What follows belongs to an exercise in optimizing a design on an open flow for small area and few clock cycles; a production flow would make more cautious choices. The RTL was checked by simulation tests, not by an equivalence proof against the original design. No activity file was given, so power comes from the tool's default toggle rates.

<file path="run.sh">
#!/bin/bash
# synth_recipe.tcl (not shown) runs the flow's synth.tcl, then flattens the netlist and writes it again
# the make line also repeats each setting of config.mk as NAME=value (left out here)
make -C /OpenROAD-flow-scripts/flow DESIGN_CONFIG=/design/flow/config.mk WORK_HOME=/design/flow/orfs CLKGATE_MAP_FILE= SYNTH_SCRIPT=/design/flow/synth_recipe.tcl finish
</file>
<file path="design.v">
package rgbled_pkg;
  localparam int TICK_BITS_DEFAULT   = 10;
  localparam int QUEUE_DEPTH_DEFAULT = 2;
  localparam int CHAN_W     = 8;
  localparam int WORD_W     = 24;
  localparam int GAIN_W     = 16;
  localparam int SUM_W      = 10;
  localparam int HIGH_W     = 10;
  localparam int LOW_W      = 16;
  localparam int CFG_IDX_W  = 3;
  localparam int CFG_DATA_W = 16;
  localparam logic [CFG_IDX_W-1:0] REG_NORMALIZE = 3'd0;
  localparam logic [CFG_IDX_W-1:0] REG_GAIN      = 3'd1;
  localparam logic [CFG_IDX_W-1:0] REG_ONE_HIGH  = 3'd2;
  localparam logic [CFG_IDX_W-1:0] REG_ONE_LOW   = 3'd3;
  localparam logic [CFG_IDX_W-1:0] REG_ZERO_HIGH = 3'd4;
  localparam logic [CFG_IDX_W-1:0] REG_ZERO_LOW  = 3'd5;
  localparam logic [CFG_IDX_W-1:0] REG_LATCH_GAP = 3'd6;
  typedef struct packed {
    logic [WORD_W-1:0] word;
    logic              gap;
  } entry_t;
endpackage
import rgbled_pkg::*;
module rgb_led_serial_transmitter
#(
  parameter int TICK_BITS   = TICK_BITS_DEFAULT,
  parameter int QUEUE_DEPTH = QUEUE_DEPTH_DEFAULT
) (
  input  logic                  clk,
  input  logic                  rst,
  input  logic                  push,
  output logic                  full,
  input  logic [CHAN_W-1:0]     red,
  input  logic [CHAN_W-1:0]     green,
  input  logic [CHAN_W-1:0]     blue,
  input  logic                  end_of_frame,
  input  logic                  latch_request,
  output logic                  empty,
  input  logic                  pop,
  output logic                  bit_value,
  output logic [HIGH_W-1:0]     high_time,
  output logic [LOW_W-1:0]      low_time,
  output logic                  is_gap,
  output logic                  last_pulse,
  input  logic                  cfg_valid,
  output logic                  cfg_ready,
  input  logic [CFG_IDX_W-1:0]  cfg_index,
  input  logic [CFG_DATA_W-1:0] cfg_data
);
  logic                 normalize_enable;
  logic [GAIN_W-1:0]    global_gain;
  logic [TICK_BITS-1:0] one_high_ticks;
  logic [TICK_BITS-1:0] one_low_ticks;
  logic [TICK_BITS-1:0] zero_high_ticks;
  logic [TICK_BITS-1:0] zero_low_ticks;
  logic [LOW_W-1:0]     latch_gap_ticks;
  assign cfg_ready = 1'b1;
  logic [CFG_DATA_W-1:0] cfg_wd_lo, cfg_wd_gain, cfg_wd_oh, cfg_wd_ol, cfg_wd_zh,
                         cfg_wd_zl, cfg_wd_gap;
  logic [7:0]            cfg_we;
  assign cfg_wd_lo   = rst ? '0 : cfg_data;
  assign cfg_wd_gain = rst ? CFG_DATA_W'(256)  : cfg_data;
  assign cfg_wd_oh   = rst ? CFG_DATA_W'(80)   : cfg_data;
  assign cfg_wd_ol   = rst ? CFG_DATA_W'(30)   : cfg_data;
  assign cfg_wd_zh   = rst ? CFG_DATA_W'(30)   : cfg_data;
  assign cfg_wd_zl   = rst ? CFG_DATA_W'(80)   : cfg_data;
  assign cfg_wd_gap  = rst ? CFG_DATA_W'(5000) : cfg_data;
  for (genvar i = 0; i < 8; i++) begin : g_we
    assign cfg_we[i] = rst || (cfg_valid && cfg_index == CFG_IDX_W'(i));
  end
  always_ff @(posedge clk) begin
    if (cfg_we[REG_NORMALIZE]) normalize_enable <= cfg_wd_lo[0];
    if (cfg_we[REG_GAIN])      global_gain      <= cfg_wd_gain[GAIN_W-1:0];
    if (cfg_we[REG_ONE_HIGH])  one_high_ticks   <= cfg_wd_oh[TICK_BITS-1:0];
    if (cfg_we[REG_ONE_LOW])   one_low_ticks    <= cfg_wd_ol[TICK_BITS-1:0];
    if (cfg_we[REG_ZERO_HIGH]) zero_high_ticks  <= cfg_wd_zh[TICK_BITS-1:0];
    if (cfg_we[REG_ZERO_LOW])  zero_low_ticks   <= cfg_wd_zl[TICK_BITS-1:0];
    if (cfg_we[REG_LATCH_GAP]) latch_gap_ticks  <= cfg_wd_gap[LOW_W-1:0];
  end
  logic              raw_valid;
  logic [CHAN_W-1:0] raw_g, raw_r, raw_b;
  logic              raw_gap;
  logic              e_valid;      
  logic [1:0]        e_ch;         
  logic [2:0]        cnt;          
  logic              e_gap;        
  logic              m_nx;         
  logic              m_done;       
  logic [23:0]       prod;
  logic [SUM_W-1:0]  e_d;
  logic [SUM_W-1:0]  e_rem;
  logic [7:0]        e_dlo;
  logic e_adv, c_zero, blue_end, pix_end, lock_nx, ld, ld_pix;
  logic free_step, step, accept, raw_done;
  assign e_adv    = e_valid && pop;
  assign c_zero   = (cnt == 3'd0);
  assign blue_end = (e_ch == 2'd2) && c_zero;
  assign pix_end  = (e_ch == 2'd3) || (blue_end && !e_gap);
  assign lock_nx  = e_ch[1] ? m_nx : 1'b1;
  assign ld       = e_valid ? (e_adv && c_zero && !(blue_end && e_gap) && lock_nx)
                            : m_done;
  assign ld_pix   = ld && (!e_valid || pix_end);
  assign free_step = !e_valid && raw_valid && !m_done;
  always_comb begin
    if (ld) begin
      step = (!ld_pix && e_ch == 2'd1) ? raw_valid : 1'b1;
    end else if (!e_valid) begin
      step = free_step;
    end else begin
      step = e_adv && !c_zero && (e_ch != 2'd3) && lock_nx;
    end
  end
  assign raw_done = e_adv && (e_ch == 2'd1) && (cnt == 3'd7);
  assign full     = raw_valid && !raw_done;
  assign accept   = push && !full;
  always_ff @(posedge clk) begin
    if (rst) begin
      raw_valid <= 1'b0;
    end else if (accept) begin
      raw_valid <= 1'b1;
    end else if (raw_done) begin
      raw_valid <= 1'b0;
    end
  end
  always_ff @(posedge clk) begin
    if (accept) begin
      raw_g   <= green;
      raw_r   <= red;
      raw_b   <= blue;
      raw_gap <= end_of_frame && latch_request;
    end
  end
  logic [CHAN_W-1:0] m_x;
  logic              m_xb;
  always_comb begin
    logic [1:0] sel;    
    if (ld) begin
      sel = ld_pix ? 2'd1 : (e_ch == 2'd0) ? 2'd2 : 2'd0;
    end else if (!e_valid) begin
      sel = 2'd0;                                
    end else begin
      sel = (e_ch == 2'd0) ? 2'd1 : (e_ch == 2'd1) ? 2'd2 : 2'd0;
    end
    case (sel)
      2'd0:    m_x = raw_g;
      2'd1:    m_x = raw_r;
      default: m_x = raw_b;
    endcase
  end
  assign m_xb = m_x[cnt];
  logic [16:0] mc;
  logic [16:0] msum;
  assign mc[0] = 1'b0;
  for (genvar i = 0; i < 16; i++) begin : g_mul
    logic a, b;
    assign a        = prod[8+i] && !c_zero;
    assign b        = global_gain[i] && m_xb;
    assign msum[i]  = a ^ b ^ mc[i];
    assign mc[i+1]  = (a & b) | (a & mc[i]) | (b & mc[i]);
  end
  assign msum[16] = mc[16];
  always_ff @(posedge clk) begin
    if (step) begin
      prod <= {msum, prod[7:1]};
    end
  end
  always_ff @(posedge clk) begin
    if (rst) begin
      m_done <= 1'b0;
    end else if (free_step && cnt == 3'd7) begin
      m_done <= 1'b1;
    end else if (ld) begin
      m_done <= 1'b0;
    end
  end
  logic [23:0] num;
  logic [24:0] nb;       
  assign nb[0] = !(|prod[7:0]);
  for (genvar i = 0; i < 24; i++) begin : g_num
    logic a, bn;
    assign a       = prod[i];
    assign bn      = (i < 16) ? !prod[i+8] : 1'b1;
    assign num[i]  = a ^ bn ^ nb[i];
    assign nb[i+1] = (a & bn) | (a & nb[i]) | (bn & nb[i]);
  end
  logic num_big;
  assign num_big = |num[23:18];
  logic [7:0] s1, c1;
  logic [SUM_W-1:0] pix_sum, pix_d;
  logic [8:0] sc;
  for (genvar i = 0; i < 8; i++) begin : g_csa
    assign s1[i] = raw_g[i] ^ raw_r[i] ^ raw_b[i];
    assign c1[i] = (raw_g[i] & raw_r[i]) | (raw_g[i] & raw_b[i]) | (raw_r[i] & raw_b[i]);
  end
  assign pix_sum[0] = s1[0];
  assign sc[1]      = 1'b0;
  for (genvar i = 1; i < 8; i++) begin : g_sum
    assign pix_sum[i] = s1[i] ^ c1[i-1] ^ sc[i];
    assign sc[i+1]    = (s1[i] & c1[i-1]) | (s1[i] & sc[i]) | (c1[i-1] & sc[i]);
  end
  assign pix_sum[8] = c1[7] ^ sc[8];
  assign pix_sum[9] = c1[7] & sc[8];
  assign pix_d      = normalize_enable ? pix_sum : SUM_W'(255);
  logic [2:0]  didx;
  logic        dbit;
  logic [10:0] rsh, dif;
  logic [11:0] dnb;
  logic        q_ge, q_bit;
  assign didx = 3'd0 - cnt;              
  assign dbit = e_dlo[didx];
  assign rsh  = {e_rem, dbit};
  assign dnb[0] = 1'b1;
  for (genvar i = 0; i < 11; i++) begin : g_div
    logic a, bn;
    assign a        = rsh[i];
    assign bn       = (i < 10) ? !e_d[i] : 1'b1;
    assign dif[i]   = a ^ bn ^ dnb[i];
    assign dnb[i+1] = (a & bn) | (a & dnb[i]) | (bn & dnb[i]);
  end
  assign q_ge  = dnb[11];
  assign q_bit = q_ge && (e_d != '0);
  always_ff @(posedge clk) begin
    if (rst) begin
      e_valid <= 1'b0;
      cnt     <= 3'd0;
    end else begin
      if (ld) begin
        e_valid <= 1'b1;
      end else if (e_adv && pix_end) begin
        e_valid <= 1'b0;
      end
      if (ld) begin
        cnt <= 3'd1;
      end else if (free_step || (e_adv && !c_zero)) begin
        cnt <= cnt + 3'd1;
      end
    end
  end
  always_ff @(posedge clk) begin
    if (ld_pix) begin
      e_gap <= raw_gap;
      e_d   <= pix_d;
    end
    if (ld) begin
      e_ch  <= ld_pix ? 2'd0 : e_ch + 2'd1;
      m_nx  <= raw_valid;      
    end else if (e_adv && blue_end) begin
      e_ch  <= 2'd3;           
    end
    if (ld) begin
      e_rem <= num_big ? '1 : num[17:8];
      e_dlo <= num[7:0];
    end else if (e_adv) begin
      e_rem <= q_ge ? (dif[SUM_W-1:0] | {SUM_W{dif[SUM_W]}}) : rsh[SUM_W-1:0];
    end
  end
  assign empty      = !e_valid;
  assign is_gap     = (e_ch == 2'd3);
  assign bit_value  = !is_gap && q_bit;
  assign high_time  = is_gap ? '0 : (q_bit ? one_high_ticks : zero_high_ticks);
  assign low_time   = is_gap ? latch_gap_ticks
                             : LOW_W'(q_bit ? one_low_ticks : zero_low_ticks);
  assign last_pulse = is_gap || (blue_end && !e_gap);
endmodule
</file>
<file path="constraint.sdc">
create_clock -name core_clock -period 8.0 [get_ports {clk}]
set_input_delay 1.6000 -clock core_clock [delete_from_list [all_inputs] [get_ports {clk}]]
set_output_delay 1.6000 -clock core_clock [all_outputs]
set_load 0.01 [all_outputs]
</file>
<file path="config.mk">
export PLATFORM = sky130hd
export DESIGN_NAME = rgb_led_serial_transmitter
export DESIGN_NICKNAME = rgb_led_serial_transmitter
export VERILOG_FILES = /design/flow/design.v
export SDC_FILE = /design/flow/constraint.sdc
export NUM_CORES = 4
export LEC_CHECK = 0
export CAP_MARGIN = 20
export CORE_MARGIN = 2
export CORE_UTILIZATION = 40
export SLEW_MARGIN = 20
</file>
==> impl_metrics.env, run 1 <==
export IMPL_synth_cell_types=52
export IMPL_drt_iter0_markers=327
export IMPL_p_sw_share_pct=26.26
export IMPL_path_max_fanout=4
export IMPL_utilization_pct=53.09
export IMPL_p_sw_uw=547.8
export IMPL_core_um2=20230
export IMPL_design_area_um2=10740
export IMPL_synth_seq_area_share_pct=57.37
export IMPL_dr_pass1_iters=5
export IMPL_cts_root_buf="clkbuf_16"
export IMPL_rsz0062_at_grt="true"
export IMPL_critPathMostFrequentCell="fa_2"
export IMPL_r2r_start="prod[3]"
export IMPL_boundaryPins=82
export IMPL_initial_core_util_pct=40.87
export IMPL_power_per_cell_area_nw_per_um2=194.1
export IMPL_violatedChecks="negative setup slack"
export IMPL_grt_pass1_vias=5315
export IMPL_synth_top_area_share_pct=55.92
export IMPL_seqPwrFrac_pct=48.4
export IMPL_drive_gt1_share_pct=27.63
export IMPL_cp_end_kind="flip-flop"
export IMPL_power_share_combinational_pct=13.1
export IMPL_fin_skew_ns=0.01810
export IMPL_r2r_cells=31
export IMPL_status="failed layout checks"
export IMPL_postPlaceCellArea_um2=9776
export IMPL_syn_cell_area_um2=8270
export IMPL_setup_viol=13
export IMPL_clkTransAtPathRegs_ns=0.07
export IMPL_grt_pass1_wl_um=28590
export IMPL_htree_levels=4
export IMPL_top_regs="prod: 24 flops, global_gain: 16 flops, latch_gap_ticks: 16 flops"
export IMPL_ir_worst_vdd_mv=0.1273
export IMPL_r2r_end="e_rem[0]"
export IMPL_slowest_delay_ns=0.43
export IMPL_clock_sinks=160
export IMPL_synth_area_leaders="edfxtp_1, fa_1, mux2i_1, ha_1, inv_1"
export IMPL_dpl_hpwl_um=12650
export IMPL_timing_final_max_slew_violations=0
export IMPL_worst_skew_pair_late_latency_ns=0.44
export IMPL_syn_to_final_growth_pct=29.89
export IMPL_ys_warn_count=1
export IMPL_holdWs_ns=0.4259
export IMPL_crit_end="prod[22]"
export IMPL_maxSlewHeadroom_pct=53.59
export IMPL_grt_max_degree=48
export IMPL_cts_tree="yes"
export IMPL_gp_congestion=0.8851
export IMPL_p_leak_uw=0.004086
export IMPL_setup_worst_path_start="pop"
export IMPL_async_flop_share_pct=0
export IMPL_cp_slowest_cell="fa_2"
export IMPL_drc=0
export IMPL_synth_largest_area_cell="edfxtp_1"
export IMPL_fp_row_count=52
export IMPL_start_kind="input pin"
export IMPL_syn_area_per_cell_um2=13.88
export IMPL_fillCellCount=1670
export IMPL_fp_dieW_um=147.8
export IMPL_die_h_um=147.8
export IMPL_ys_ff_latch=160
export IMPL_finalWorstSetupSlack_ns=-0.5058
export IMPL_finalHoldViolations=0
export IMPL_largest_register="prod"
export IMPL_cp_arrival_ns=8.82
export IMPL_worst_pin_slew_ns=0.6945
export IMPL_antenna_found_initial=0
export IMPL_yosysMostFrequentCell="edfxtp_1"
export IMPL_detail_route_wl_per_cell_um=17.35
export IMPL_place_inst=958
export IMPL_synth_edff_count=154
export IMPL_ant_nets=0
export IMPL_ys_top_cells_by_count="edfxtp_1, inv_1, fa_1"
export IMPL_viasPerCell=4.959
export IMPL_p_int_uw=1538
export IMPL_period_share_pct=106.3
export IMPL_num_antenna_cells=0
export IMPL_drv_cap=0
export IMPL_min_path_type="reg2reg"
export IMPL_numPortBuffers=80
export IMPL_pwr_share_clk_pct=38.6
export IMPL_syn_instance_count=596
export IMPL_crit_type="in2reg"
export IMPL_syn_nets=720
export IMPL_finalNetCount=853
export IMPL_required_ns=8.31
export IMPL_fin_cells=1012
export IMPL_via_count=5019
export IMPL_max_freq_mhz=117.6
export IMPL_drt_total_wl_um=17560
export IMPL_dominantRegCellSynth="edfxtp_1"
export IMPL_largest_register_ff_count=24
export IMPL_fin_crit_ns=8.506
export IMPL_dieArea_um2=21840
export IMPL_ff2ff_setup_slack_ns=-0.41
export IMPL_clock_path_buffers=2
export IMPL_cts_buffers=17
export IMPL_track_usage_pct=17.06
export IMPL_overflow=0
what timing repair did:
item | 4_1_cts | 5_1_grt
resized for setup | 64 | 19
pin swaps | 9 | 4
endpoints found under the setup margin | 36 | 34
hold buffers | 0 | 0
buffers inserted | 11 | 9
cloned | 2 | 0
power by group through the flow:
| stage | clock [µW] | combinational (µW) | sequential, µW |
|---|---|---|---|
| 2_1_floorplan | 0 | 162 | 1020 |
| 3_3_place_gp | 0 | 258 | 1030 |
| 3_5_place_dp | 0 | 266 | 1030 |
| 4_1_cts | 825 | 271 | 1010 |
| 5_1_grt | 858 | 308 | 1010 |
| 6_report | 805 | 273 | 1010 |
worst min path at each step:
stage          startpoint  endpoint  cells past startpoint
5_1_grt           raw_gap     e_gap                      0
4_1_cts           raw_gap     e_gap                      0
2_1_floorplan     raw_gap     e_gap                      0
6_report          raw_gap     e_gap                      0
3_3_place_gp      raw_gap     e_gap                      0
3_5_place_dp      raw_gap     e_gap                      0
placed cells by master, fill, tap and decap left out, types with 3 or more instances in the layout:
| master | Yosys | final |
|---|---|---|
| a31o_2 | 4 | 4 |
| ha_4 | 0 | 10 |
| buf_4 | 4 | 52 |
| a31oi_1 | 7 | 5 |
| and2_1 | 9 | 9 |
| dfxtp_1 | 6 | 6 |
| dlygate4sd2_1 | 0 | 15 |
| inv_8 | 0 | 6 |
| fa_2 | 0 | 39 |
| o21ai_1 | 0 | 5 |
| nor3b_2 | 10 | 10 |
| a21oi_1 | 5 | 5 |
| nor3b_1 | 6 | 6 |
| o21ai_0 | 18 | 13 |
| clkbuf_16 | 0 | 17 |
| nor2_1 | 35 | 33 |
| clkinv_4 | 0 | 3 |
| mux2i_1 | 34 | 33 |
| edfxtp_1 | 154 | 154 |
| a21o_1 | 5 | 5 |
| nor3_1 | 4 | 4 |
| o22ai_1 | 3 | 3 |
| or2_2 | 11 | 11 |
| a22oi_2 | 0 | 10 |
| inv_1 | 61 | 57 |
| nand2b_1 | 12 | 12 |
| fa_1 | 54 | 15 |
| inv_2 | 1 | 5 |
| nand2_1 | 39 | 39 |
| a211oi_1 | 3 | 3 |
| clkdlybuf4s50_1 | 0 | 58 |
| clkinv_8 | 0 | 3 |
| nor2b_1 | 31 | 31 |
| ha_1 | 20 | 9 |
area by class of cell:
type                       instances  area, µm²  share of cell area (%)
clock buffer                      18      429.2                   3.995
multi-input combinational        352       3593                   33.45
tap                              270      337.8                   3.145
timing repair buffer             136       1245                   11.59
clock inverter                    14      160.2                   1.491
inverter                          62      232.7                   2.166
sequential                       160       4745                   44.16
through the flow:
| stage | setup WS (ns) | power [µW] | setup TNS (ns) |
|---|---|---|---|
| 2_1_floorplan | -0.8418 | 1179 | -3.999 |
| 3_3_place_gp | -1.398 | 1284 | -8.133 |
| 3_5_place_dp | -1.513 | 1293 | -9.269 |
| 4_1_cts | -0.5489 | 2105 | -4.487 |
| 5_1_grt | -0.7526 | 2180 | -7.912 |
| 6_report | -0.5058 | 2086 | -4.786 |
routing by layer:
| metal | GRT usage (%) | wire length (µm) | vias up |
|---|---|---|---|
| li1 | - | - | 2358 |
| met4 | 4.952 | 157 | 0 |
| met1 | 23.63 | 8165 | 2520 |
| met5 | 0 | 0 | - |
| met2 | 27.33 | 8368 | 126 |
| met3 | 3.704 | 867 | 15 |
logic make-up (layout without fill, tap and decap cells):
family                   Yosys count  after routing  synth area share, %
XOR/XNOR                           2              2               0.2118
buffers and inverters             84            230                4.009
other                              1              1              0.04534
flip-flops                       160            160                57.37
adder cells (fa/ha/maj)           74             74                16.10
AND/OR/NAND/NOR                  167            167                11.45
multiplexers                      38             38                4.977
AO/OA/AOI/OAI                     70             70                5.840
worst max-delay path: cells and delay by family:
kind | cells | cell delay [ns]
adders and majority gates | 16 | 5.44
AOI/OAI and AO/OA | 4 | 0.78
and+or+nand+nor | 3 | 0.59
buffers and inverters | 4 | 0.39
Testbench counts, summed over its fixed seeds: cycles 30,912.
==> run 2: changes to the inputs <==
--- a/design.v
+++ b/design.v
@@ -85,4 +85,5 @@
   logic [1:0]        e_ch;         
   logic [2:0]        cnt;          
+  logic              cnt_z;        
   logic              e_gap;        
   logic              m_nx;         
@@ -91,9 +92,9 @@
   logic [SUM_W-1:0]  e_d;
   logic [SUM_W-1:0]  e_rem;
-  logic [7:0]        e_dlo;
+  logic              e_d0;         
   logic e_adv, c_zero, blue_end, pix_end, lock_nx, ld, ld_pix;
   logic free_step, step, accept, raw_done;
   assign e_adv    = e_valid && pop;
-  assign c_zero   = (cnt == 3'd0);
+  assign c_zero   = cnt_z;
   assign blue_end = (e_ch == 2'd2) && c_zero;
   assign pix_end  = (e_ch == 2'd3) || (blue_end && !e_gap);
@@ -136,8 +137,8 @@
   always_comb begin
     logic [1:0] sel;    
-    if (ld) begin
-      sel = ld_pix ? 2'd1 : (e_ch == 2'd0) ? 2'd2 : 2'd0;
-    end else if (!e_valid) begin
-      sel = 2'd0;                                
+    if (!e_valid) begin
+      sel = m_done ? 2'd1 : 2'd0;                
+    end else if (c_zero) begin
+      sel = (e_ch == 2'd0) ? 2'd2 : (e_ch == 2'd1) ? 2'd0 : 2'd1;
     end else begin
       sel = (e_ch == 2'd0) ? 2'd1 : (e_ch == 2'd1) ? 2'd2 : 2'd0;
@@ -151,17 +152,23 @@
   assign m_xb = m_x[cnt];
   logic [16:0] mc;
-  logic [16:0] msum;
+  logic [16:0] madd, msum;
   assign mc[0] = 1'b0;
   for (genvar i = 0; i < 16; i++) begin : g_mul
-    logic a, b;
-    assign a        = prod[8+i] && !c_zero;
-    assign b        = global_gain[i] && m_xb;
-    assign msum[i]  = a ^ b ^ mc[i];
-    assign mc[i+1]  = (a & b) | (a & mc[i]) | (b & mc[i]);
-  end
-  assign msum[16] = mc[16];
+    assign madd[i]  = prod[8+i] ^ global_gain[i] ^ mc[i];
+    assign mc[i+1]  = (prod[8+i] & global_gain[i]) | (prod[8+i] & mc[i]) | (global_gain[i] & mc[i]);
+  end
+  assign madd[16] = mc[16];
+  assign msum     = m_xb ? (c_zero ? {1'b0, global_gain} : madd)
+                         : (c_zero ? 17'd0 : {1'b0, prod[23:8]});
+  logic lo_en;
+  assign lo_en = step || ld || (e_adv && !c_zero);
   always_ff @(posedge clk) begin
     if (step) begin
-      prod <= {msum, prod[7:1]};
+      prod[23:8] <= msum[16:1];
+    end
+    if (lo_en) begin
+      prod[7]    <= msum[0];
+      prod[6:0]  <= ld ? {num[1], num[2], num[3], num[4], num[5], num[6], num[7]}
+                       : prod[7:1];
     end
   end
@@ -175,16 +182,19 @@
     end
   end
-  logic [23:0] num;
-  logic [24:0] nb;       
+  logic [17:0] num;
+  logic [18:0] nb;       
   assign nb[0] = !(|prod[7:0]);
-  for (genvar i = 0; i < 24; i++) begin : g_num
-    logic a, bn;
-    assign a       = prod[i];
-    assign bn      = (i < 16) ? !prod[i+8] : 1'b1;
-    assign num[i]  = a ^ bn ^ nb[i];
-    assign nb[i+1] = (a & bn) | (a & nb[i]) | (bn & nb[i]);
-  end
+  for (genvar i = 0; i < 16; i++) begin : g_num
+    logic bn;
+    assign bn      = !prod[i+8];
+    assign num[i]  = prod[i] ^ bn ^ nb[i];
+    assign nb[i+1] = (prod[i] & bn) | (prod[i] & nb[i]) | (bn & nb[i]);
+  end
+  assign num[16] = prod[16] ^ !nb[16];
+  assign nb[17]  = prod[16] | nb[16];
+  assign num[17] = prod[17] ^ !nb[17];
+  assign nb[18]  = prod[17] | nb[17];
   logic num_big;
-  assign num_big = |num[23:18];
+  assign num_big = (|prod[23:19]) || (prod[18] && (nb[16] || prod[17] || prod[16]));
   logic [7:0] s1, c1;
   logic [SUM_W-1:0] pix_sum, pix_d;
@@ -203,11 +213,9 @@
   assign pix_sum[9] = c1[7] & sc[8];
   assign pix_d      = normalize_enable ? pix_sum : SUM_W'(255);
-  logic [2:0]  didx;
   logic        dbit;
   logic [10:0] rsh, dif;
   logic [11:0] dnb;
   logic        q_ge, q_bit;
-  assign didx = 3'd0 - cnt;              
-  assign dbit = e_dlo[didx];
+  assign dbit = c_zero ? e_d0 : prod[0];   
   assign rsh  = {e_rem, dbit};
   assign dnb[0] = 1'b1;
@@ -225,4 +233,5 @@
       e_valid <= 1'b0;
       cnt     <= 3'd0;
+      cnt_z   <= 1'b1;
     end else begin
       if (ld) begin
@@ -232,7 +241,9 @@
       end
       if (ld) begin
-        cnt <= 3'd1;
+        cnt   <= 3'd1;
+        cnt_z <= 1'b0;
       end else if (free_step || (e_adv && !c_zero)) begin
-        cnt <= cnt + 3'd1;
+        cnt   <= {cnt[2] ^ (cnt[1] & cnt[0]), cnt[1] ^ cnt[0], !cnt[0]};
+        cnt_z <= (cnt == 3'd7);
       end
     end
@@ -251,5 +262,5 @@
     if (ld) begin
       e_rem <= num_big ? '1 : num[17:8];
-      e_dlo <= num[7:0];
+      e_d0  <= num[0];
     end else if (e_adv) begin
       e_rem <= q_ge ? (dif[SUM_W-1:0] | {SUM_W{dif[SUM_W]}}) : rsh[SUM_W-1:0];
--- a/config.mk
+++ b/config.mk
@@ -9,3 +9,4 @@
 export CORE_MARGIN = 2
 export CORE_UTILIZATION = 40
+export CTS_BUF_LIST = sky130_fd_sc_hd__clkbuf_8
 export SLEW_MARGIN = 20
==> run 2 against run 1 <==
Now clean on timing, DRC and antenna. Critical path depth shrank 9. Non-clock buffer count shrank 36. Combinational power shrank 9.9%. Area after synthesis shrank 2.9%. Clock skew shrank 0.0062 ns. Hold slack gained 0.049 ns. Power shrank 13%. Sequential power is essentially flat. Die area shrank 2.9%. Setup slack gained 0.79 ns. Fmax grew 10%. Register-to-register slack gained 0.72 ns. Critical path type is now reg2out. Largest power group unchanged.
==> impl_metrics.env, run 2 <==
export IMPL_min_path_type="reg2reg"
export IMPL_period_share_pct=96.49
export IMPL_finalNetCount=798
export IMPL_fin_setup_tns_ns=0
export IMPL_synth_edff_count=147
export IMPL_largest_register_ff_count=24
export IMPL_layout_commonest_cell="edfxtp_1"
export IMPL_fp_dieW_um=145.7
export IMPL_drv_cap=0
export IMPL_track_usage_pct=15.96
export IMPL_via_count=4896
export IMPL_met2_usage_pct=25.90
export IMPL_dominantRegCellSynth="edfxtp_1"
export IMPL_grt_pass1_wl_um=26640
export IMPL_dieArea_um2=21220
export IMPL_postPlaceCellArea_um2=9109
export IMPL_required_ns=6.40
export IMPL_cts_buffers=17
export IMPL_p_sw_share_pct=27.88
export IMPL_die_h_um=145.7
export IMPL_syn_nets=710
export IMPL_crit_chain="mux2i_1, ha_1, fa_1, fa_1, fa_1, fa_1, fa_1, fa_1, fa_1, fa_1, fa_1, ha_4, a31oi_4, buf_12, buf_6, mux2i_1, nor2_1, clkdlybuf4s50_1"
export IMPL_maxSlewHeadroom_pct=48.99
export IMPL_fin_skew_ns=0.01189
export IMPL_gp_congestion=0.8152
export IMPL_syn_instance_count=594
export IMPL_largest_register="prod"
export IMPL_p_sw_uw=505.1
export IMPL_htree_levels=4
export IMPL_postCtsHoldBufs=0
export IMPL_overflow=0
export IMPL_core_um2=19590
export IMPL_max_freq_mhz=129.5
export IMPL_worst_skew_pair_late_latency_ns=0.45
export IMPL_design_area_um2=9723
export IMPL_antenna_found_initial=0
export IMPL_timing_final_max_slew_violations=0
export IMPL_crit_type="reg2out"
export IMPL_finalHoldViolations=0
export IMPL_synth_area_leaders="edfxtp_1, fa_1, mux2i_1, nor2b_1, inv_1"
export IMPL_grt_busiest_layer="met2"
export IMPL_syn_cell_area_um2=8028
export IMPL_synth_cell_types=51
export IMPL_dr_pass1_iters=5
export IMPL_p_leak_uw=0.003739
export IMPL_async_flop_share_pct=0
export IMPL_crit_buf_inv=3
export IMPL_drt_iter0_markers=333
export IMPL_power_share_combinational_pct=13.6
export IMPL_final_cell_mix="edfxtp_1, clkdlybuf4s50_1, fa_1"
export IMPL_drc=0
export IMPL_boundaryPins=82
export IMPL_fin_crit_ns=7.720
export IMPL_worst_pin_slew_ns=0.7651
export IMPL_initial_core_util_pct=40.98
export IMPL_clkTransAtPathRegs_ns=0.10
export IMPL_grt_util_met3_pct=3.448
export IMPL_grt_pass1_vias=5115
export IMPL_setup_viol=0
export IMPL_power_per_cell_area_nw_per_um2=186.3
export IMPL_numPortBuffers=80
export IMPL_slowest_delay_ns=0.49
export IMPL_utilization_pct=49.63
export IMPL_cp_slowest_cell="clkdlybuf4s50_1"
export IMPL_synth_seq_area_share_pct=56.73
export IMPL_drive_gt1_share_pct=11.65
export IMPL_drt_total_wl_um=16420
export IMPL_dpl_hpwl_um=11800
export IMPL_seqPwrFrac_pct=54.0
export IMPL_detail_route_wl_per_cell_um=17.10
export IMPL_path_max_fanout=12
export IMPL_ys_warn_count=1
export IMPL_syn_area_per_cell_um2=13.51
export IMPL_synth_largest_area_cell="edfxtp_1"
export IMPL_viasPerCell=5.100
export IMPL_fp_row_count=51
export IMPL_num_antenna_cells=0
export IMPL_yosysMostFrequentCell="edfxtp_1"
export IMPL_top_regs="prod: 24 flops, global_gain: 16 flops, latch_gap_ticks: 16 flops"
export IMPL_p_int_uw=1307
export IMPL_pwr_share_clk_pct=32.4
export IMPL_grt_max_degree=49
export IMPL_ir_worst_vdd_mv=0.1370
export IMPL_synth_top_area_share_pct=54.99
export IMPL_syn_to_final_growth_pct=21.12
export IMPL_clock_path_buffers=2
export IMPL_critPathMostFrequentCell="fa_1"
export IMPL_crit_family="adder cells"
export IMPL_start_kind="flip-flop"
export IMPL_status="finished clean"
export IMPL_cp_end_kind="output port"
export IMPL_grt_use_met1_pct=22.06
export IMPL_clock_sinks=154
export IMPL_ys_ff_latch=154
export IMPL_cts_root_buf="clkbuf_8"
export IMPL_ys_top_cells_by_count="edfxtp_1, fa_1, mux2i_1"
export IMPL_cp_arrival_ns=6.12
export IMPL_cts_tree="yes"
export IMPL_ant_nets=0
run 2: per-stage QoR:
stage               hold WS [ns]  setup slack, ns  total power, µW  cells
floorplan                 0.4003           0.6368             1140    594
global placement          0.4410           0.5047             1234    916
detailed placement        0.4405           0.2691             1243    916
CTS                       0.4873          0.06492             1830    948
global route              0.4912         -0.01697             1898    960
finish                    0.4748           0.2805             1812    960
run 2: path summary, 6_finish.rpt:
kind / from / endpoint / slack [ns] / cells after the start
max reg2reg: prod[3] / e_rem[9] / 0.31 / 23
max: cnt_z / high_time[2] / 0.28 / 18
min reg2reg: raw_gap / e_gap / 0.47 / 0
min: raw_gap / e_gap / 0.47 / 0
run 2: layout make-up:
class	count	area [µm²]
well taps	265	331.6
fillers	1719	9867
multi-input cells	365	3223
clock inverters	15	172.7
inverters	44	165.2
flip-flops and latches	154	4554
repair buffers	100	1042
clock buffers	17	234.0
run 2: timing repair:
action	4_1_cts	5_1_grt
setup endpoints to repair	4	30
hold endpoints to repair	0	0
cloned	0	2
setup buffers	0	10
resized for setup	1	26
run 2: power by group through the flow:
stage                     clock network, µW  registers [µW]  logic (µW)
after global placement                    0             995         239
after CTS                               603             978         248
final                                   588             978         246
after global routing                    636             985         277
after detailed placement                  0             997         246
after floorplan                           0             983         157
run 2: kinds of logic after synthesis:
kind of cell / after synthesis / share of synthesized area (%)
AOI/OAI and AO/OA: 86 / 6.842
and+or+nand+nor: 159 / 10.41
adders and majority gates: 66 / 15.34
xor gates and xnor gates: 2 / 0.2182
buffers and inverters: 75 / 3.850
DFF: 154 / 56.73
muxes: 51 / 6.562
other: 1 / 0.04671
run 2: per-layer routing:
layer,up-vias,share of wire [%]
met3,10,3.9
met2,119,49
met4,0,0.78
met1,2475,46
li1,2292,-
met5,-,0
Testbench counts of run 2, summed over its fixed seeds: cycles 30,912.
==> run 3: changes to the inputs <==
--- a/config.mk
+++ b/config.mk
@@ -9,4 +9,3 @@
 export CORE_MARGIN = 2
 export CORE_UTILIZATION = 40
-export CTS_BUF_LIST = sky130_fd_sc_hd__clkbuf_8
 export SLEW_MARGIN = 20
==> run 3 against run 2 <==
Still clean. Combinational power about the same. Setup slack improved by 0.0076 ns. Power increased by 12%. Register-to-register slack about the same. Via count decreased by 1.1%. Clock skew decreased by 0.0043 ns. Critical path type unchanged.
==> impl_metrics.env, run 3 <==
export IMPL_numPortBuffers=80
export IMPL_cts_tree="yes"
export IMPL_grt_pass1_wl_um=26760
export IMPL_p_sw_uw=530.9
export IMPL_htree_levels=4
export IMPL_synth_area_leaders="edfxtp_1, fa_1, mux2i_1, nor2b_1, inv_1"
export IMPL_finalHoldViolations=0
export IMPL_clock_sinks=154
export IMPL_syn_to_final_growth_pct=22.74
export IMPL_dieArea_um2=21220
export IMPL_rsz0062_at_grt="true"
export IMPL_fin_cells=952
export IMPL_postPlaceCellArea_um2=9109
export IMPL_async_flop_share_pct=0
export IMPL_drt_total_wl_um=16340
export IMPL_synth_top_family_by_area="adder cells"
export IMPL_grt_pass1_vias=5114
export IMPL_postCtsHoldBufs=0
export IMPL_finalNetCount=790
export IMPL_viasPerCell=5.087
export IMPL_power_per_cell_area_nw_per_um2=205.1
export IMPL_worst_skew_pair_late_latency_ns=0.42
export IMPL_seqPwrFrac_pct=48.5
export IMPL_setup_viol=0
export IMPL_ir_worst_vdd_mv=0.1492
export IMPL_ant_nets=0
export IMPL_cts_buffers=17
export IMPL_synth_seq_area_share_pct=56.73
export IMPL_cp_arrival_ns=6.11
export IMPL_p_leak_uw=0.003775
export IMPL_synth_compound_area_share_pct=6.842
export IMPL_dr_pass1_iters=5
export IMPL_required_ns=6.40
export IMPL_min_path_type="reg2reg"
export IMPL_dpl_hpwl_um=11800
export IMPL_detail_route_wl_per_cell_um=17.16
export IMPL_fin_skew_ns=0.007604
export IMPL_design_area_um2=9853
export IMPL_place_inst=916
export IMPL_drc=0
export IMPL_cp_end_kind="output port"
export IMPL_ys_ff_latch=154
export IMPL_yosysMostFrequentCell="edfxtp_1"
export IMPL_period_share_pct=96.40
export IMPL_synth_cell_types=51
export IMPL_synth_mux_area_fraction_pct=6.562
export IMPL_grt_max_degree=49
export IMPL_max_freq_mhz=129.7
export IMPL_dominantRegCellSynth="edfxtp_1"
export IMPL_fp_row_count=51
export IMPL_drive_gt1_share_pct=10.48
export IMPL_via_count=4843
export IMPL_power_share_combinational_pct=12.1
export IMPL_num_antenna_cells=0
export IMPL_layout_commonest_cell="edfxtp_1"
export IMPL_syn_cell_area_um2=8028
export IMPL_initial_core_util_pct=40.98
export IMPL_p_int_uw=1490
export IMPL_cts_root_buf="clkbuf_16"
export IMPL_drt_iter0_markers=376
export IMPL_path_max_fanout=12
export IMPL_fp_dieW_um=145.7
export IMPL_overflow=0
export IMPL_boundaryPins=82
export IMPL_fin_crit_ns=7.712
export IMPL_largest_register="prod"
export IMPL_track_usage_pct=16.07
export IMPL_synth_edff_count=147
export IMPL_synth_xor_area_share_pct=0.2182
export IMPL_start_kind="flip-flop"
export IMPL_syn_area_per_cell_um2=13.51
export IMPL_ys_warn_count=1
export IMPL_top_regs="prod: 24 flops, global_gain: 16 flops, latch_gap_ticks: 16 flops"
export IMPL_core_um2=19590
export IMPL_syn_instance_count=594
export IMPL_clock_path_buffers=2
export IMPL_post_synth_and_or_nand_nor_area_fraction_pct=10.41
export IMPL_syn_nets=710
export IMPL_worst_pin_slew_ns=0.7752
export IMPL_p_sw_share_pct=26.28
export IMPL_ys_top_cells_by_count="edfxtp_1, fa_1, mux2i_1"
export IMPL_largest_register_ff_count=24
export IMPL_status="finished clean"
export IMPL_synth_largest_area_cell="edfxtp_1"
export IMPL_timing_final_max_slew_violations=0
export IMPL_antenna_found_initial=0
export IMPL_die_h_um=145.7
export IMPL_maxSlewHeadroom_pct=48.32
export IMPL_drv_cap=0
export IMPL_clkTransAtPathRegs_ns=0.07
export IMPL_final_cell_mix="edfxtp_1, clkdlybuf4s50_1, fa_1"
export IMPL_synthAdderAreaFrac_pct=15.34
export IMPL_synth_top_area_share_pct=54.99
export IMPL_gp_congestion=0.8152
export IMPL_pwr_share_clk_pct=39.4
export IMPL_crit_type="reg2out"
==> run 3: cell counts after synthesis <==
No cell type changed its count.
==> run 3: logic make-up (layout without fill, tap and decap cells) <==
group / Yosys count / in the layout
AO/OA/AOI/OAI: 86 / 86
XOR/XNOR: 2 / 2
adder cells (fa/ha/maj): 66 / 66
buffers and inverters: 75 / 168
flip-flops: 154 / 154
multiplexers: 51 / 51
other: 1 / 1
AND/OR/NAND/NOR: 159 / 159
==> run 3: area by class of cell <==
cell class                      count  area [µm²]
Fill cell                        1690        9737
Sequential cell                   154        4554
Multi-Input combinational cell    365        3216
Timing Repair Buffer               92       988.4
Clock buffer                       17       425.4
Tap cell                          265       331.6
Clock inverter                     15       172.7
Inverter                           44       165.2
==> run 3: through the flow <==
step / setup WS, ns / util, % / hold slack (ns) / power (µW) / TNS (ns)
6_report: 0.2881 / 50.30 / 0.4764 / 2021 / 0
3_3_place_gp: 0.5047 / 46.50 / 0.4410 / 1234 / 0
5_1_grt: -0.01753 / 50.30 / 0.4864 / 2107 / -0.02291
2_1_floorplan: 0.6368 / - / 0.4003 / 1140 / 0
3_5_place_dp: 0.2691 / 46.50 / 0.4405 / 1243 / 0
4_1_cts: 0.1143 / 49.56 / 0.4813 / 2043 / 0
==> run 3: path summary, 6_finish.rpt <==
kind | startpoint | end | slack, ns | cells after the start
max reg2reg | prod[6] | e_rem[9] | 0.30 | 23
min reg2reg | raw_gap | e_gap | 0.48 | 0
max | cnt_z | low_time[4] | 0.29 | 18
min | raw_gap | e_gap | 0.48 | 0
==> run 3: power groups by stage <==
stage | Sequential [µW] | Clock [µW] | Combinational [µW]
finish | 979 | 796 | 245
global route | 986 | 846 | 275
CTS | 979 | 815 | 249
detailed placement | 997 | 0 | 246
global placement | 995 | 0 | 239
floorplan | 983 | 0 | 157
==> run 3: what timing repair did <==
action / CTS / global route
pin swaps: 0 / 0
setup buffers: 0 / 2
resized for setup: 1 / 21
gates cloned: 0 / 2
endpoints found under the setup margin: 1 / 29
==> run 3: critical path, cell delays in order (launching register included) <==
cell and delay [ns]:
dfxtp_1 0.32, mux2i_1 0.15, ha_1 0.20, fa_1 0.37, fa_1 0.38, fa_1 0.38
fa_1 0.38, fa_1 0.39, fa_1 0.39, fa_1 0.39, fa_1 0.40, fa_1 0.42
ha_4 0.23, a31oi_4 0.17, buf_12 0.14, buf_12 0.13, mux2i_1 0.08, o21ai_1 0.17
clkdlybuf4s50_1 0.56
==> run 3: metal layers <==
layer  wire length, µm  global-route usage [%]  share of wire [%]  vias up
met3               746                   3.730                4.6        9
met5                 0                       0                  0        -
met4               128                   3.922               0.78        0
li1                  -                       -                  -     2285
met2              8045                   25.94                 49      126
met1              7418                   22.16                 45     2423
==> run 4: changes to the inputs <==
--- a/config.mk
+++ b/config.mk
@@ -9,3 +9,4 @@
 export CORE_MARGIN = 2
 export CORE_UTILIZATION = 40
+export CTS_BUF_LIST = sky130_fd_sc_hd__clkbuf_4 sky130_fd_sc_hd__clkbuf_8
 export SLEW_MARGIN = 20
==> run 4 against run 3 <==
Critical endpoint is now high_time[2]. Setup slack got worse by 0.0076 ns. Die area is the same. Largest power group unchanged. Sequential share of layout area grew 0.62 points. Global-route usage down 0.11 points. Clock power fell by 26%. Combinational power about the same. Power fell by 10%. Area after synthesis did not move. Wire length rose by 0.48%.
==> impl_metrics.env, run 4 <==
export IMPL_start_kind="flip-flop"
export IMPL_fp_row_count=51
export IMPL_synth_top_area_share_pct=54.99
export IMPL_slowest_delay_ns=0.49
export IMPL_cts_buffers=17
export IMPL_synth_largest_area_cell="edfxtp_1"
export IMPL_cp_end_kind="output port"
export IMPL_core_um2=19590
export IMPL_num_antenna_cells=0
export IMPL_syn_nets=710
export IMPL_initial_core_util_pct=40.98
export IMPL_detail_route_wl_per_cell_um=17.10
export IMPL_grt_pass1_wl_um=26640
export IMPL_synth_seq_area_share_pct=56.73
export IMPL_worst_skew_pair_late_latency_ns=0.45
export IMPL_min_path_type="reg2reg"
export IMPL_die_h_um=145.7
export IMPL_cp_slowest_cell="clkdlybuf4s50_1"
export IMPL_finalHoldViolations=0
export IMPL_clock_sinks=154
export IMPL_place_inst=916
export IMPL_syn_cell_area_um2=8028
export IMPL_crit_chain="mux2i_1, ha_1, fa_1, fa_1, fa_1, fa_1, fa_1, fa_1, fa_1, fa_1, fa_1, ha_4, a31oi_4, buf_12, buf_6, mux2i_1, nor2_1, clkdlybuf4s50_1"
export IMPL_power_per_cell_area_nw_per_um2=186.3
export IMPL_drv_cap=0
export IMPL_synth_area_leaders="edfxtp_1, fa_1, mux2i_1, nor2b_1, inv_1"
export IMPL_max_freq_mhz=129.5
export IMPL_largest_register="prod"
export IMPL_largest_register_ff_count=24
export IMPL_finalNetCount=798
export IMPL_clkTransAtPathRegs_ns=0.10
export IMPL_track_usage_pct=15.96
export IMPL_syn_instance_count=594
export IMPL_fp_dieW_um=145.7
export IMPL_dieArea_um2=21220
export IMPL_maxSlewHeadroom_pct=48.99
export IMPL_drive_gt1_share_pct=11.65
export IMPL_dr_pass1_iters=5
export IMPL_crit_end="high_time[2]"
export IMPL_syn_area_per_cell_um2=13.51
export IMPL_ir_worst_vdd_mv=0.1370
export IMPL_async_flop_share_pct=0
export IMPL_yosysMostFrequentCell="edfxtp_1"
export IMPL_boundaryPins=82
export IMPL_ys_top_cells_by_count="edfxtp_1, fa_1, mux2i_1"
export IMPL_overflow=0
export IMPL_syn_to_final_growth_pct=21.12
export IMPL_dpl_hpwl_um=11800
export IMPL_grt_max_degree=49
export IMPL_clock_path_buffers=2
export IMPL_p_leak_uw=0.003739
export IMPL_synth_edff_count=147
export IMPL_setup_viol=0
export IMPL_r2r_end="e_rem[9]"
export IMPL_period_share_pct=96.49
export IMPL_drt_total_wl_um=16420
export IMPL_ant_nets=0
export IMPL_r2r_start="prod[3]"
export IMPL_final_cell_mix="edfxtp_1, clkdlybuf4s50_1, fa_1"
export IMPL_gp_congestion=0.8152
export IMPL_fin_cells=960
export IMPL_drc=0
export IMPL_numPortBuffers=80
export IMPL_power_uw=1812
export IMPL_viasPerCell=5.100
export IMPL_r2r_cells=23
export IMPL_top_regs="prod: 24 flops, global_gain: 16 flops, latch_gap_ticks: 16 flops"
export IMPL_critPathMostFrequentCell="fa_1"
export IMPL_antenna_found_initial=0
export IMPL_layout_commonest_cell="edfxtp_1"
export IMPL_cts_root_buf="clkbuf_8"
export IMPL_grt_pass1_vias=5115
export IMPL_ys_ff_latch=154
export IMPL_fin_crit_ns=7.720
export IMPL_via_count=4896
export IMPL_timing_final_max_slew_violations=0
export IMPL_cp_arrival_ns=6.12
export IMPL_ff2ff_setup_slack_ns=0.31
export IMPL_setup_worst_path_start="cnt_z"
export IMPL_crit_type="reg2out"
export IMPL_path_max_fanout=12
export IMPL_synth_cell_types=51
export IMPL_fillCellCount=1719
export IMPL_cts_tree="yes"
export IMPL_fin_skew_ns=0.01189
export IMPL_dominantRegCellSynth="edfxtp_1"
export IMPL_worst_pin_slew_ns=0.7651
export IMPL_required_ns=6.40
export IMPL_drt_iter0_markers=333
export IMPL_status="finished clean"
export IMPL_htree_levels=4
export IMPL_ys_warn_count=1
-- run 4: cell counts after synthesis --
No cell type changed its count.
-- run 4: kinds of logic (layout without fill, tap and decap cells) --
logic type	after synthesis	after routing	share of synthesized area, %
buf+inv	75	176	3.850
fa+ha+maj	66	66	15.34
mux	51	51	6.562
simple gates	159	159	10.41
xor+xnor	2	2	0.2182
compound gates	86	86	6.842
other cells	1	1	0.04671
flops	154	154	56.73
-- run 4: worst min path at each step --
| stage | from | end | slack (ns) | cells after the start |
|---|---|---|---|---|
| 4_1_cts | raw_gap | e_gap | 0.49 | 0 |
| 6_report | raw_gap | e_gap | 0.47 | 0 |
| 5_1_grt | raw_gap | e_gap | 0.49 | 0 |
| 3_3_place_gp | raw_gap | e_gap | 0.44 | 0 |
| 3_5_place_dp | raw_gap | e_gap | 0.44 | 0 |
| 2_1_floorplan | raw_gap | e_gap | 0.40 | 0 |
-- run 4: final cells by class --
type,count,area [µm²],area share (%)
inverters,44,165.2,1.699
flip-flops and latches,154,4554,46.84
repair buffers,100,1042,10.72
multi-input cells,365,3223,33.15
clock inverters,15,172.7,1.776
well taps,265,331.6,3.410
clock buffers,17,234.0,2.406
-- run 4: what timing repair did --
action,CTS,global route
gates resized for setup,1,26
gates cloned,0,2
setup endpoints to repair,4,30
hold buffers,0,0
setup buffers,0,10
-- run 4: where the power goes --
| part | internal (µW) | switching (µW) |
|---|---|---|
| logic | 122 | 124 |
| registers | 944 | 33.9 |
| clock network | 240 | 347 |
| total | 1310 | 505 |
-- run 4: metal layers --
metal | GRT usage [%] | up-vias | routed length (µm)
li1 | - | 2292 | -
met1 | 22.06 | 2475 | 7547
met2 | 25.90 | 119 | 8092
met3 | 3.448 | 10 | 648
met4 | 3.922 | 0 | 128
met5 | 0 | - | 0
-- run 4: critical path, delay by kind of cell (launching register included) --
kind,cells,cell delay [ns]
AO/OA/AOI/OAI,1,0.18
adder cells (fa/ha/maj),11,3.94
multiplexers,2,0.34
buffers and inverters,3,0.78
AND/OR/NAND/NOR,1,0.06
flip-flops,1,0.34
-- run 4: through the flow --
stage	setup slack, ns	utilization (%)	hold WS (ns)	instance area [µm²]	TNS (ns)
floorplan	0.6368	-	0.4003	8028	0
global placement	0.5047	46.50	0.4410	9109	0
detailed placement	0.2691	46.50	0.4405	9109	0
CTS	0.06492	48.59	0.4873	9518	0
global route	-0.01697	49.63	0.4912	9723	-0.02602
finish	0.2805	49.63	0.4748	9723	0
==> run 5: changes to the inputs <==
==> flow/run.sh (new file) <==
#!/bin/bash
# The standard layout, with the smallest buffer cell for the port buffers
# (every input and output port still gets its own buffer).
set -euo pipefail
bash standard.sh 'BUFFER_PORTS_ARGS=-buffer_cell sky130_fd_sc_hd__buf_1' finish > standard.log 2>&1
==> standard.sh (new file) <==
#!/bin/bash
# synth_recipe.tcl (not shown) runs the flow's synth.tcl, then flattens the netlist and writes it again
# the make line also repeats each setting of config.mk as NAME=value (left out here)
make -C /OpenROAD-flow-scripts/flow DESIGN_CONFIG=/design/flow/config.mk WORK_HOME=/design/flow/orfs CLKGATE_MAP_FILE= SYNTH_SCRIPT=/design/flow/synth_recipe.tcl "${@:-finish}"
--- a/config.mk
+++ b/config.mk
@@ -9,4 +9,3 @@
 export CORE_MARGIN = 2
 export CORE_UTILIZATION = 40
-export CTS_BUF_LIST = sky130_fd_sc_hd__clkbuf_4 sky130_fd_sc_hd__clkbuf_8
 export SLEW_MARGIN = 20
removed: run.sh
==> run 5 against run 4 <==
Sequential power barely moved. Critical path depth is 5 higher. Design area shrank 5.0%. Combinational power down 11%. Non-clock buffer count shrank 10. Synthesized cell count unchanged. Sequential share of layout area grew 2.5 points. Die area did not move. Core utilization down 2.5 points.
==> impl_metrics.env, run 5 <==
export IMPL_track_usage_pct=15.69
export IMPL_syn_area_per_cell_um2=13.51
export IMPL_design_area_um2=9233
export IMPL_numPortBuffers=80
export IMPL_dpl_hpwl_um=11630
export IMPL_ir_worst_vdd_mv=0.1359
export IMPL_top_regs="prod: 24 flops, global_gain: 16 flops, latch_gap_ticks: 16 flops"
export IMPL_synth_cell_types=51
export IMPL_clock_sinks=154
export IMPL_setup_viol=0
export IMPL_clock_path_buffers=2
export IMPL_drc=0
export IMPL_fin_setup_tns_ns=0
export IMPL_synth_largest_area_cell="edfxtp_1"
export IMPL_min_path_type="reg2reg"
export IMPL_max_freq_mhz=130.1
export IMPL_gp_congestion=0.8303
export IMPL_clkTransAtPathRegs_ns=0.07
export IMPL_synth_area_leaders="edfxtp_1, fa_1, mux2i_1, nor2b_1, inv_1"
export IMPL_syn_instance_count=594
export IMPL_cts_tree="yes"
export IMPL_worst_skew_pair_late_latency_ns=0.42
export IMPL_synth_edff_count=147
export IMPL_cts_buffers=17
export IMPL_finalHoldViolations=0
export IMPL_period_share_pct=96.08
export IMPL_overflow=0
export IMPL_grt_max_degree=49
export IMPL_ys_warn_count=1
export IMPL_start_kind="flip-flop"
export IMPL_htree_levels=4
export IMPL_syn_to_final_growth_pct=15.01
export IMPL_finalNetCount=788
export IMPL_fin_skew_ns=0.01013
export IMPL_via_count=4821
export IMPL_initial_core_util_pct=40.98
export IMPL_synth_seq_area_share_pct=56.73
export IMPL_detail_route_wl_per_cell_um=16.82
export IMPL_power_per_cell_area_nw_per_um2=216.0
export IMPL_fin_crit_ns=7.686
export IMPL_ys_ff_latch=154
export IMPL_fillCellCount=1786
export IMPL_status="finished clean"
export IMPL_drt_iter0_markers=292
export IMPL_postCtsHoldBufs=0
export IMPL_fp_row_count=51
export IMPL_path_max_fanout=3
export IMPL_maxSlewHeadroom_pct=34.22
export IMPL_grt_pass1_vias=5084
export IMPL_grt_pass1_wl_um=26260
export IMPL_async_flop_share_pct=0
export IMPL_die_h_um=145.7
export IMPL_postPlaceCellArea_um2=8589
export IMPL_dieArea_um2=21220
export IMPL_layout_commonest_cell="edfxtp_1"
export IMPL_rsz0062_at_grt="false"
export IMPL_crit_type="reg2reg"
export IMPL_core_um2=19590
export IMPL_dominantRegCellSynth="edfxtp_1"
export IMPL_syn_nets=710
export IMPL_largest_register="prod"
export IMPL_worst_pin_slew_ns=0.9866
export IMPL_drv_cap=0
export IMPL_cp_arrival_ns=7.83
export IMPL_timing_final_max_slew_violations=0
export IMPL_ant_nets=0
export IMPL_cp_end_kind="flip-flop"
export IMPL_antenna_found_initial=0
export IMPL_yosysMostFrequentCell="edfxtp_1"
export IMPL_cts_root_buf="clkbuf_16"
export IMPL_drt_total_wl_um=15980
export IMPL_viasPerCell=5.075
export IMPL_p_leak_uw=0.003388
export IMPL_power_uw=1995
export IMPL_dr_pass1_iters=5
export IMPL_drive_gt1_share_pct=10.22
export IMPL_synth_top_area_share_pct=54.99
export IMPL_utilization_pct=47.13
export IMPL_final_cell_mix="edfxtp_1, buf_1, fa_1"
export IMPL_ys_top_cells_by_count="edfxtp_1, fa_1, mux2i_1"
export IMPL_required_ns=8.15
export IMPL_num_antenna_cells=0
export IMPL_fp_dieW_um=145.7
export IMPL_largest_register_ff_count=24
export IMPL_boundaryPins=82
export IMPL_syn_cell_area_um2=8028
[run 5: cell counts after synthesis]
Identical to the previous run, type by type.
[run 5: worst max-delay path, cell delays in order, from the launching register on]
cell and delay [ns]:
edfxtp_1 0.42, nor4_1 0.29, nand2_1 0.10, fa_1 0.38, fa_1 0.39, fa_1 0.39, fa_1 0.39, fa_1 0.39
fa_1 0.40, fa_1 0.39, fa_1 0.39, fa_1 0.38, fa_1 0.40, fa_1 0.40, fa_1 0.40, fa_1 0.39
fa_1 0.39, fa_1 0.37, inv_1 0.08, fa_1 0.18, inv_1 0.05, ha_1 0.18, xnor2_1 0.14, a31oi_1 0.11
[run 5: worst paths after layout]
kind,start,slack [ns],cells after the start,end
worst min register to register,raw_gap,0.44,0,e_gap
worst max-delay path,prod[6],0.31,23,e_rem[9]
worst min-delay path,raw_gap,0.44,0,e_gap
worst max register to register,prod[6],0.31,23,e_rem[9]
[run 5: stage by stage]
step	cells	hold WS, ns	setup WS (ns)
after floorplan	594	0.4003	0.6368
after global placement	915	0.4095	0.5107
after detailed placement	915	0.4257	0.2701
after CTS	947	0.4464	0.1561
after global routing	950	0.4579	0.02437
final	950	0.4398	0.3139
[run 5: layout make-up]
type	count	area (µm²)	share of cell area [%]
Tap cell	265	331.6	3.591
Inverter	44	165.2	1.789
Multi-Input combinational cell	365	3199	34.65
Clock inverter	15	176.4	1.911
Sequential cell	154	4554	49.33
Clock buffer	17	425.4	4.608
Timing Repair Buffer	90	380.4	4.120
[run 5: cell families after synthesis]
logic type / after synthesis / synth area share [%]
mux: 51 / 6.562
fa+ha+maj: 66 / 15.34
compound gates: 86 / 6.842
other cells: 1 / 0.04671
flops: 154 / 56.73
buf+inv: 75 / 3.850
simple gates: 159 / 10.41
xor+xnor: 2 / 0.2182
[run 5: report_power, final]
group,leakage [µW],switching (µW),internal (µW)
combinational,0.00163,123,95.8
sequential,0.00146,33.4,945
clock,0.000294,375,422
[run 5: routing by layer]
layer / track usage, % / wire length [µm] / part of all wire [%]
met5: 0 / 0 / 0
met4: 5.294 / 172 / 1.1
met3: 3.197 / 626 / 3.9
met2: 26.23 / 7971 / 50
met1: 20.52 / 7213 / 45
[run 5: what timing repair did]
item | CTS | global route
endpoints found under the setup margin | 0 | 14
resized for setup | 0 | 4
setup buffers | 0 | 3
==> run 6: changes to the inputs <==
--- a/config.mk
+++ b/config.mk
@@ -9,3 +9,4 @@
 export CORE_MARGIN = 2
 export CORE_UTILIZATION = 40
+export CTS_BUF_LIST = sky130_fd_sc_hd__clkbuf_8
 export SLEW_MARGIN = 20
==> run 6 against run 5 <==
Still clean on timing, DRC and antenna. Clock skew grew 0.0037 ns. Critical path depth shrank 5. Die area is the same. Wire length grew 0.14%. Sequential share of layout area grew 1.1 points. Power shrank 10%. Global-route usage is essentially flat. Setup slack lost 0.020 ns. Via count grew 0.87%. Flip-flop and latch count is the same. Area after synthesis is the same. First-iteration DRC count shrank 16%. Critical path type is now reg2out.
==> impl_metrics.env, run 6 <==
export IMPL_status="finished clean"
export IMPL_drive_gt1_share_pct=10.09
export IMPL_path_max_fanout=21
export IMPL_synth_edff_count=147
export IMPL_p_leak_uw=0.003297
export IMPL_drt_total_wl_um=16000
export IMPL_layout_commonest_cell="edfxtp_1"
export IMPL_p_sw_share_pct=28.40
export IMPL_p_sw_uw=507.7
export IMPL_timing_final_max_slew_violations=0
export IMPL_core_um2=19590
export IMPL_seqPwrFrac_pct=54.7
export IMPL_top_regs="prod: 24 flops, global_gain: 16 flops, latch_gap_ticks: 16 flops"
export IMPL_synth_largest_area_cell="edfxtp_1"
export IMPL_maxUsedRoutingLayer="met4"
export IMPL_p_int_uw=1280
export IMPL_grt_pass1_vias=5093
export IMPL_syn_to_final_growth_pct=12.58
export IMPL_wl_met3_um=774
export IMPL_maxSlewHeadroom_pct=34.19
export IMPL_cts_root_buf="clkbuf_8"
export IMPL_fin_setup_tns_ns=0
export IMPL_drc=0
export IMPL_largest_register="prod"
export IMPL_power_per_cell_area_nw_per_um2=197.8
export IMPL_period_share_pct=96.33
export IMPL_max_freq_mhz=129.8
export IMPL_met1_length_um=7100
export IMPL_fin_skew_ns=0.01379
export IMPL_via_count=4863
export IMPL_synth_top_area_share_pct=54.99
export IMPL_required_ns=6.40
export IMPL_synth_cell_types=51
export IMPL_yosysMostFrequentCell="edfxtp_1"
export IMPL_gp_congestion=0.8303
export IMPL_ys_warn_count=1
export IMPL_min_path_type="reg2reg"
export IMPL_power_share_combinational_pct=12.3
export IMPL_boundaryPins=82
export IMPL_pwr_share_clk_pct=33.0
export IMPL_numPortBuffers=80
export IMPL_ant_nets=0
export IMPL_cp_arrival_ns=6.11
export IMPL_grt_max_degree=49
export IMPL_drt_iter0_markers=245
export IMPL_fp_row_count=51
export IMPL_holdWs_ns=0.4443
export IMPL_grt_pass1_wl_um=26160
export IMPL_cp_end_kind="output port"
export IMPL_rsz0062_at_grt="false"
export IMPL_drv_cap=0
export IMPL_dr_pass1_iters=5
export IMPL_crit_type="reg2out"
export IMPL_synth_seq_area_share_pct=56.73
export IMPL_finalHoldViolations=0
export IMPL_dominantRegCellSynth="edfxtp_1"
export IMPL_worst_pin_slew_ns=0.9871
export IMPL_num_antenna_cells=0
export IMPL_setup_viol=0
export IMPL_largest_register_ff_count=24
export IMPL_track_usage_pct=15.67
export IMPL_worst_skew_pair_late_latency_ns=0.46
export IMPL_htree_levels=4
export IMPL_viasPerCell=5.124
export IMPL_finalNetCount=787
export IMPL_ys_top_cells_by_count="edfxtp_1, fa_1, mux2i_1"
export IMPL_syn_area_per_cell_um2=13.51
export IMPL_fin_crit_ns=7.706
export IMPL_final_cell_mix="edfxtp_1, buf_1, fa_1"
export IMPL_syn_instance_count=594
export IMPL_dpl_hpwl_um=11630
export IMPL_clkTransAtPathRegs_ns=0.10
export IMPL_syn_nets=710
export IMPL_cts_tree="yes"
export IMPL_start_kind="flip-flop"
export IMPL_detail_route_wl_per_cell_um=16.86
export IMPL_clock_path_buffers=2
export IMPL_postCtsHoldBufs=0
export IMPL_synth_area_leaders="edfxtp_1, fa_1, mux2i_1, nor2b_1, inv_1"
export IMPL_dr_wl_met2_um=7920
export IMPL_ir_worst_vdd_mv=0.1252
export IMPL_fp_dieW_um=145.7
export IMPL_overflow=0
export IMPL_ys_ff_latch=154
export IMPL_antenna_found_initial=0
export IMPL_ff2ff_setup_slack_ns=0.31
export IMPL_clock_sinks=154
export IMPL_initial_core_util_pct=40.98
export IMPL_async_flop_share_pct=0
export IMPL_dieArea_um2=21220
export IMPL_cts_buffers=17
export IMPL_syn_cell_area_um2=8028
export IMPL_die_h_um=145.7
## run 6: final cells by class
| cell class | count | area (µm²) |
|---|---|---|
| inverters | 44 | 165.2 |
| repair buffers | 89 | 376.6 |
| flip-flops and latches | 154 | 4554 |
| clock buffers | 17 | 234.0 |
| multi-input cells | 365 | 3199 |
| clock inverters | 15 | 176.4 |
| well taps | 265 | 331.6 |
| fillers | 1795 | 10550 |
## run 6: power by group through the flow
| stage | Combinational (µW) | Clock [µW] | Sequential, µW |
|---|---|---|---|
| 2_1_floorplan | 157 | 0 | 983 |
| 3_3_place_gp | 211 | 0 | 994 |
| 3_5_place_dp | 217 | 0 | 997 |
| 4_1_cts | 219 | 607 | 978 |
| 5_1_grt | 247 | 636 | 985 |
| 6_report | 219 | 591 | 978 |
## run 6: worst max-delay path, cell delays in order (launching register included)
cell      delay [ns]
edfxtp_1        0.39
buf_4           0.12
mux2i_1         0.09
ha_1            0.21
fa_1            0.38
fa_1            0.39
fa_1            0.39
fa_1            0.39
fa_1            0.40
fa_1            0.40
fa_1            0.39
fa_1            0.40
fa_1            0.38
ha_2            0.28
a31oi_4         0.22
buf_8           0.25
mux2i_1         0.10
o21ai_0         0.25
buf_1           0.21
## run 6: logic make-up (layout without fill, tap and decap cells)
kind of cell | after synthesis | after routing | synth area share [%]
AOI/OAI and AO/OA | 86 | 86 | 6.842
muxes | 51 | 51 | 6.562
other | 1 | 1 | 0.04671
xor gates and xnor gates | 2 | 2 | 0.2182
and+or+nand+nor | 159 | 159 | 10.41
buffers and inverters | 75 | 165 | 3.850
DFF | 154 | 154 | 56.73
adders and majority gates | 66 | 66 | 15.34
## run 6: what timing repair did
| action | in CTS | in global routing |
|---|---|---|
| resized for setup | 0 | 5 |
| endpoints found under the setup margin | 0 | 19 |
| setup buffers | 0 | 2 |
| endpoints found under the hold margin | 0 | 0 |
## run 6: worst paths after layout
| check | startpoint | end | cells after the start |
|---|---|---|---|
| worst min register to register | raw_gap | e_gap | 0 |
| worst min-delay path | raw_gap | e_gap | 0 |
| worst max-delay path | prod[0] | low_time[1] | 18 |
| worst max register to register | prod[0] | e_rem[9] | 23 |
## run 6: routing by layer
metal,vias up,track usage [%]
met5,-,0
met4,0,5.294
met3,20,3.511
met2,134,26.08
met1,2434,20.39
li1,2275,-
## run 6: metrics by stage
step	std cells	util [%]	setup WS [ns]	power (µW)	instance area, µm²
after global placement	915	43.85	0.5107	1205	8589
after CTS	947	45.94	0.09275	1805	9000
final	949	46.13	0.2939	1787	9037
after global routing	949	46.13	0.004244	1868	9037
after detailed placement	915	43.85	0.2701	1214	8589
after floorplan	594	-	0.6368	1140	8028

-- separate check: timing with driven ports --
How much do the figures lean on ideal ports? The routed layouts below were timed once more, with nothing changed but the port constraints. Step 1 sets driving cells, clkbuf_16 on the clock port and buf_2 on the other inputs (assumed; they add their load-dependent delay and slew). Step 2 times the ports against the registers' clock, not the clock port: input delays grow and output delays shrink by t, the midpoint of the rising clock arrivals with the driver on. Three values: ideal, step 1, step 2; two values: the first two.
| run | shift t [ns] | setup slack, ns | worst hold slack (ns) | worst setup path at the end |
|---|---|---|---|---|
| run 1 | 0.472 | -0.506 / -0.502 / -0.974 | 0.426 / 0.426 / 0.426 | input to register |
| run 2 | 0.486 | 0.280 / 0.244 / 0.314 | 0.475 / 0.475 / 0.475 | register to register |
| run 3 | 0.467 | 0.288 / 0.242 / 0.304 | 0.476 / 0.476 / 0.476 | register to register |
| run 4 | 0.486 | 0.280 / 0.244 / 0.314 | 0.475 / 0.475 / 0.475 | register to register |
| run 5 | 0.464 | 0.314 / 0.314 / 0.314 | 0.440 / 0.440 / 0.440 | register to register |
| run 6 | 0.494 | 0.294 / 0.254 / 0.308 | 0.444 / 0.444 / 0.444 | register to register |
The setup slack of run 1, which loses most, moves by +0.004 ns with the drivers and by -0.468 ns with both steps.
